This is an optimization exercise on Yosys and OpenROAD, whose aim is small area, not a production implementation. RTL that was checked went through simulation tests only; none was proved equivalent to the original. Power is estimated from default activity; no workload was simulated.

==> job 5506: inputs <==
==> flow/design.v <==
module if_mem_bit (
    input  logic q,
    input  logic we,
    input  logic wen,
    input  logic d,
    output logic nq
);
    assign nq = (q | we) & (wen | d);
endmodule
module if_rd_term (
    input  logic a0, s0,
    input  logic a1, s1,
    input  logic a2, s2,
    output logic yn
);
    assign yn = ~((a0 & s0) | (a1 & s1) | (a2 & s2));
endmodule
module instr_fetch #(
    parameter int unsigned   W       = 8,
    parameter int unsigned   IW      = 9,
    parameter logic [IW-1:0] HALT_OP = {IW{1'b1}}
) (
    input  logic          clk,
    input  logic          rst,
    input  logic          load_valid_i,
    input  logic [IW-1:0] load_data_i,
    input  logic          load_last_i,
    input  logic          start_i,
    input  logic [W-1:0]  pc_i,
    input  logic          stall_i,
    input  logic          flush_i,
    output logic [IW-1:0] instr_o,
    output logic          instr_valid_o,
    output logic          loading_c,
    output logic          done_o,
    output logic          load_err_o,
    output logic [W:0]    load_count_o
);
    localparam int unsigned DEPTH = 2 ** W;
    localparam int unsigned CNT_W = W + 1;
    localparam int unsigned NT    = (DEPTH + 2) / 3;   
    typedef enum logic [1:0] {
        LOAD   = 2'd0,
        IDLE   = 2'd1,
        RUN    = 2'd2,
        HALTED = 2'd3
    } state_e;
    state_e           state_q;
    logic [IW-1:0]    instr_q;
    logic             instr_valid_q;
    logic             done_q;
    logic             load_err_q;
    logic [CNT_W-1:0] load_count_q;
    logic [IW-1:0] mem_q [DEPTH];
    logic [IW-1:0] mem_d [DEPTH];
    logic load_full_c;
    logic mem_we_c;
    assign load_full_c = load_count_q[W];
    assign mem_we_c = (state_q == LOAD) && load_valid_i && !load_full_c && !rst;
    logic [DEPTH-1:0] wsel;
    logic [DEPTH-1:0] we;
    logic [DEPTH-1:0] wen;
    always_comb begin
        wsel = '0;
        wsel[load_count_q[W-1:0]] = 1'b1;
    end
    assign we  = wsel & {DEPTH{mem_we_c}};
    assign wen = ~we;
    for (genvar w = 0; w < DEPTH; w++) begin : g_word
        for (genvar b = 0; b < IW; b++) begin : g_bit
            if_mem_bit u_bit (
                .q  (mem_q[w][b]),
                .we (we[w]),
                .wen(wen[w]),
                .d  (load_data_i[b]),
                .nq (mem_d[w][b])
            );
        end
        always_ff @(posedge clk) begin
            mem_q[w] <= mem_d[w];
        end
    end
    logic [DEPTH-1:0] rsel;
    always_comb begin
        rsel = '0;
        rsel[pc_i] = 1'b1;
    end
    logic [IW-1:0] rdata;
    for (genvar b = 0; b < IW; b++) begin : g_rd
        logic [NT-1:0] tn;
        for (genvar t = 0; t < NT; t++) begin : g_t
            localparam int unsigned A0 = 3 * t;
            localparam int unsigned A1 = 3 * t + 1;
            localparam int unsigned A2 = 3 * t + 2;
            if_rd_term u_t (
                .a0(mem_q[A0][b]),                          .s0(rsel[A0]),
                .a1(A1 < DEPTH ? mem_q[A1 % DEPTH][b] : 1'b0), .s1(A1 < DEPTH ? rsel[A1 % DEPTH] : 1'b0),
                .a2(A2 < DEPTH ? mem_q[A2 % DEPTH][b] : 1'b0), .s2(A2 < DEPTH ? rsel[A2 % DEPTH] : 1'b0),
                .yn(tn[t])
            );
        end
        assign rdata[b] = ~&tn;
    end
    always_ff @(posedge clk or posedge rst) begin
        if (rst) begin
            state_q       <= LOAD;
            instr_q       <= '0;
            instr_valid_q <= 1'b0;
            done_q        <= 1'b0;
            load_err_q    <= 1'b0;
            load_count_q  <= '0;
        end else begin
            unique case (state_q)
                LOAD: begin
                    if (load_valid_i) begin
                        if (load_full_c) begin
                            load_err_q <= 1'b1;
                        end else begin
                            load_count_q <= load_count_q + CNT_W'(1);
                        end
                        if (load_last_i) begin
                            state_q <= IDLE;
                        end
                    end else if (start_i) begin
                        state_q <= RUN;
                    end
                end
                IDLE: begin
                    if (start_i) begin
                        state_q <= RUN;
                    end
                end
                RUN: begin
                    if (flush_i) begin
                        instr_q       <= '0;
                        instr_valid_q <= 1'b0;
                    end else if (stall_i) begin
                        instr_q       <= instr_q;
                        instr_valid_q <= instr_valid_q;
                    end else if (instr_valid_q && (instr_q == HALT_OP)) begin
                        state_q       <= HALTED;
                        instr_valid_q <= 1'b0;
                        done_q        <= 1'b1;
                    end else begin
                        instr_q       <= rdata;
                        instr_valid_q <= 1'b1;
                    end
                end
                HALTED: begin
                    if (start_i) begin
                        state_q <= RUN;
                        done_q  <= 1'b0;
                    end
                end
                default: begin
                    state_q <= LOAD;
                end
            endcase
        end
    end
    assign instr_o       = instr_q;
    assign instr_valid_o = instr_valid_q;
    assign loading_c     = (state_q == LOAD);
    assign done_o        = done_q;
    assign load_err_o    = load_err_q;
    assign load_count_o  = load_count_q;
endmodule
==> flow/run.sh <==
#!/bin/bash
# synth_recipe.tcl (not shown) runs the flow's synth.tcl, then flattens the netlist and writes it again
# the make line also repeats each setting of config.mk as NAME=value (left out here)
make -C /OpenROAD-flow-scripts/flow DESIGN_CONFIG=/design/flow/config.mk WORK_HOME=/design/flow/orfs CLKGATE_MAP_FILE= SYNTH_SCRIPT=/design/flow/synth_recipe.tcl finish
==> flow/config.mk <==
export PLATFORM = sky130hd
export DESIGN_NAME = instr_fetch
export DESIGN_NICKNAME = instr_fetch
export VERILOG_FILES = /design/flow/design.v
export SDC_FILE = /design/flow/constraint.sdc
export NUM_CORES = 4
export LEC_CHECK = 0
export ABC_AREA = 0
export CAP_MARGIN = 20
export CORE_MARGIN = 2
export CORE_UTILIZATION = 50
export SLEW_MARGIN = 20
export SYNTH_HIERARCHICAL = 1
export SYNTH_MINIMUM_KEEP_SIZE = 0
==> flow/constraint.sdc <==
create_clock -name core_clock -period 8.0 [get_ports {clk}]
set_input_delay 1.6000 -clock core_clock [delete_from_list [all_inputs] [get_ports {clk}]]
set_output_delay 1.6000 -clock core_clock [all_outputs]
set_load 0.01 [all_outputs]
==> job 2660 (differences from job 5506) <==
--- a/flow/design.v
+++ b/flow/design.v
@@ -1,20 +1,3 @@
-module if_mem_bit (
-    input  logic q,
-    input  logic we,
-    input  logic wen,
-    input  logic d,
-    output logic nq
-);
-    assign nq = (q | we) & (wen | d);
-endmodule
-module if_rd_term (
-    input  logic a0, s0,
-    input  logic a1, s1,
-    input  logic a2, s2,
-    output logic yn
-);
-    assign yn = ~((a0 & s0) | (a1 & s1) | (a2 & s2));
-endmodule
 module instr_fetch #(
     parameter int unsigned   W       = 8,
     parameter int unsigned   IW      = 9,
@@ -38,7 +21,6 @@
 );
     localparam int unsigned DEPTH = 2 ** W;
     localparam int unsigned CNT_W = W + 1;
-    localparam int unsigned NT    = (DEPTH + 2) / 3;   
     typedef enum logic [1:0] {
         LOAD   = 2'd0,
         IDLE   = 2'd1,
@@ -51,55 +33,15 @@
     logic             done_q;
     logic             load_err_q;
     logic [CNT_W-1:0] load_count_q;
-    logic [IW-1:0] mem_q [DEPTH];
-    logic [IW-1:0] mem_d [DEPTH];
+    logic [IW-1:0] mem [DEPTH];
     logic load_full_c;
     logic mem_we_c;
-    assign load_full_c = load_count_q[W];
+    assign load_full_c = (load_count_q == CNT_W'(DEPTH));
     assign mem_we_c = (state_q == LOAD) && load_valid_i && !load_full_c && !rst;
-    logic [DEPTH-1:0] wsel;
-    logic [DEPTH-1:0] we;
-    logic [DEPTH-1:0] wen;
-    always_comb begin
-        wsel = '0;
-        wsel[load_count_q[W-1:0]] = 1'b1;
-    end
-    assign we  = wsel & {DEPTH{mem_we_c}};
-    assign wen = ~we;
-    for (genvar w = 0; w < DEPTH; w++) begin : g_word
-        for (genvar b = 0; b < IW; b++) begin : g_bit
-            if_mem_bit u_bit (
-                .q  (mem_q[w][b]),
-                .we (we[w]),
-                .wen(wen[w]),
-                .d  (load_data_i[b]),
-                .nq (mem_d[w][b])
-            );
+    always_ff @(posedge clk) begin
+        if (mem_we_c) begin
+            mem[load_count_q[W-1:0]] <= load_data_i;
         end
-        always_ff @(posedge clk) begin
-            mem_q[w] <= mem_d[w];
-        end
-    end
-    logic [DEPTH-1:0] rsel;
-    always_comb begin
-        rsel = '0;
-        rsel[pc_i] = 1'b1;
-    end
-    logic [IW-1:0] rdata;
-    for (genvar b = 0; b < IW; b++) begin : g_rd
-        logic [NT-1:0] tn;
-        for (genvar t = 0; t < NT; t++) begin : g_t
-            localparam int unsigned A0 = 3 * t;
-            localparam int unsigned A1 = 3 * t + 1;
-            localparam int unsigned A2 = 3 * t + 2;
-            if_rd_term u_t (
-                .a0(mem_q[A0][b]),                          .s0(rsel[A0]),
-                .a1(A1 < DEPTH ? mem_q[A1 % DEPTH][b] : 1'b0), .s1(A1 < DEPTH ? rsel[A1 % DEPTH] : 1'b0),
-                .a2(A2 < DEPTH ? mem_q[A2 % DEPTH][b] : 1'b0), .s2(A2 < DEPTH ? rsel[A2 % DEPTH] : 1'b0),
-                .yn(tn[t])
-            );
-        end
-        assign rdata[b] = ~&tn;
     end
     always_ff @(posedge clk or posedge rst) begin
         if (rst) begin
@@ -142,7 +84,7 @@
                         instr_valid_q <= 1'b0;
                         done_q        <= 1'b1;
                     end else begin
-                        instr_q       <= rdata;
+                        instr_q       <= mem[pc_i];
                         instr_valid_q <= 1'b1;
                     end
                 end
--- a/flow/config.mk
+++ b/flow/config.mk
@@ -10,5 +10,3 @@
 export CORE_MARGIN = 2
 export CORE_UTILIZATION = 50
 export SLEW_MARGIN = 20
-export SYNTH_HIERARCHICAL = 1
-export SYNTH_MINIMUM_KEEP_SIZE = 0
==> comparison table <==
item                                                              job 2660              job 5506
Number of nets at the end of the flow                                 4652                  7477
Result of the run                                           finished clean       failed layout checks
Reasons for failing layout checks                                        -  negative setup slack
Number of cells in the finished layout apart from fillers             7289                  9848
Synthesized instance count                                            4513                  6939
Clock group                                                        10.2 mW               11.2 mW
Core Util, Final                                                    55.48%                58.82%
Slowest cell on the critical path                                   nor3_1                nor4_1
Worst stage delay on the critical path                              740 ps               1210 ps
Share of power burned in the clock network                           40.1%                 45.9%
Minimum clock period                                               4881 ps               8173 ps
Setup skew after layout                                           39.74 ps              28.23 ps
Fill count                                                          13.90k                13.84k
Detailed-routing wirelength on met1                              100600 um             148400 um
Required time of the critical path                                 8800 ps               8710 ps
Footprint of the multi-input gates                             20080 sq um           35220 sq um
Global-route wire length before repair                           347100 um             530900 um
M1 GR Usage                                                         37.63%                57.90%
Clock latency on the worst-skew pair                                870 ps                900 ps
Count of flip-flops with a built-in enable after synthesis            2304                     0
Post-synth top flop                                               edfxtp_1               dfxtp_1
Synth Area in Compound Gates                                        3.880%                34.37%
Met3 WL                                                           18510 um              52120 um
Comb pwr                                                           1.72 mW               1.03 mW
Logic pwr share                                                       6.8%                  4.3%
Floorplan Core Area                                           183100 sq um          163000 sq um
Only the layout flow was run in job 5506; the RTL was not checked for function there.

## port drivers added, routing unchanged
The flow's constraints put no driver on any port. The routed layouts listed below were extracted and timed again, unchanged, in two steps. Step 1, drivers: a clkbuf_16 drives clk and a buf_2 each remaining input, both assumed. Step 2 adds t to the input delays and takes it off the output delays; t is the mean of the earliest and latest rising clock arrival at the registers after step 1. Input paths then give back, and output paths get back, about the clock's delay inside the block. Three values: no drivers, after step 1, after step 2; two values: the first two.
| run | t, ns | setup slack, ns | worst setup path after step 2 |
|---|---|---|---|
| job 5506 | 0.977 | -0.173 / -0.105 / -1.082 | input to register |
| job 2660 | 0.938 | 3.119 / 3.154 / 2.216 | input to register |
For job 5506, which loses most, drivers alone change the setup slack by +0.068 ns; drivers and shift together by -0.909 ns.
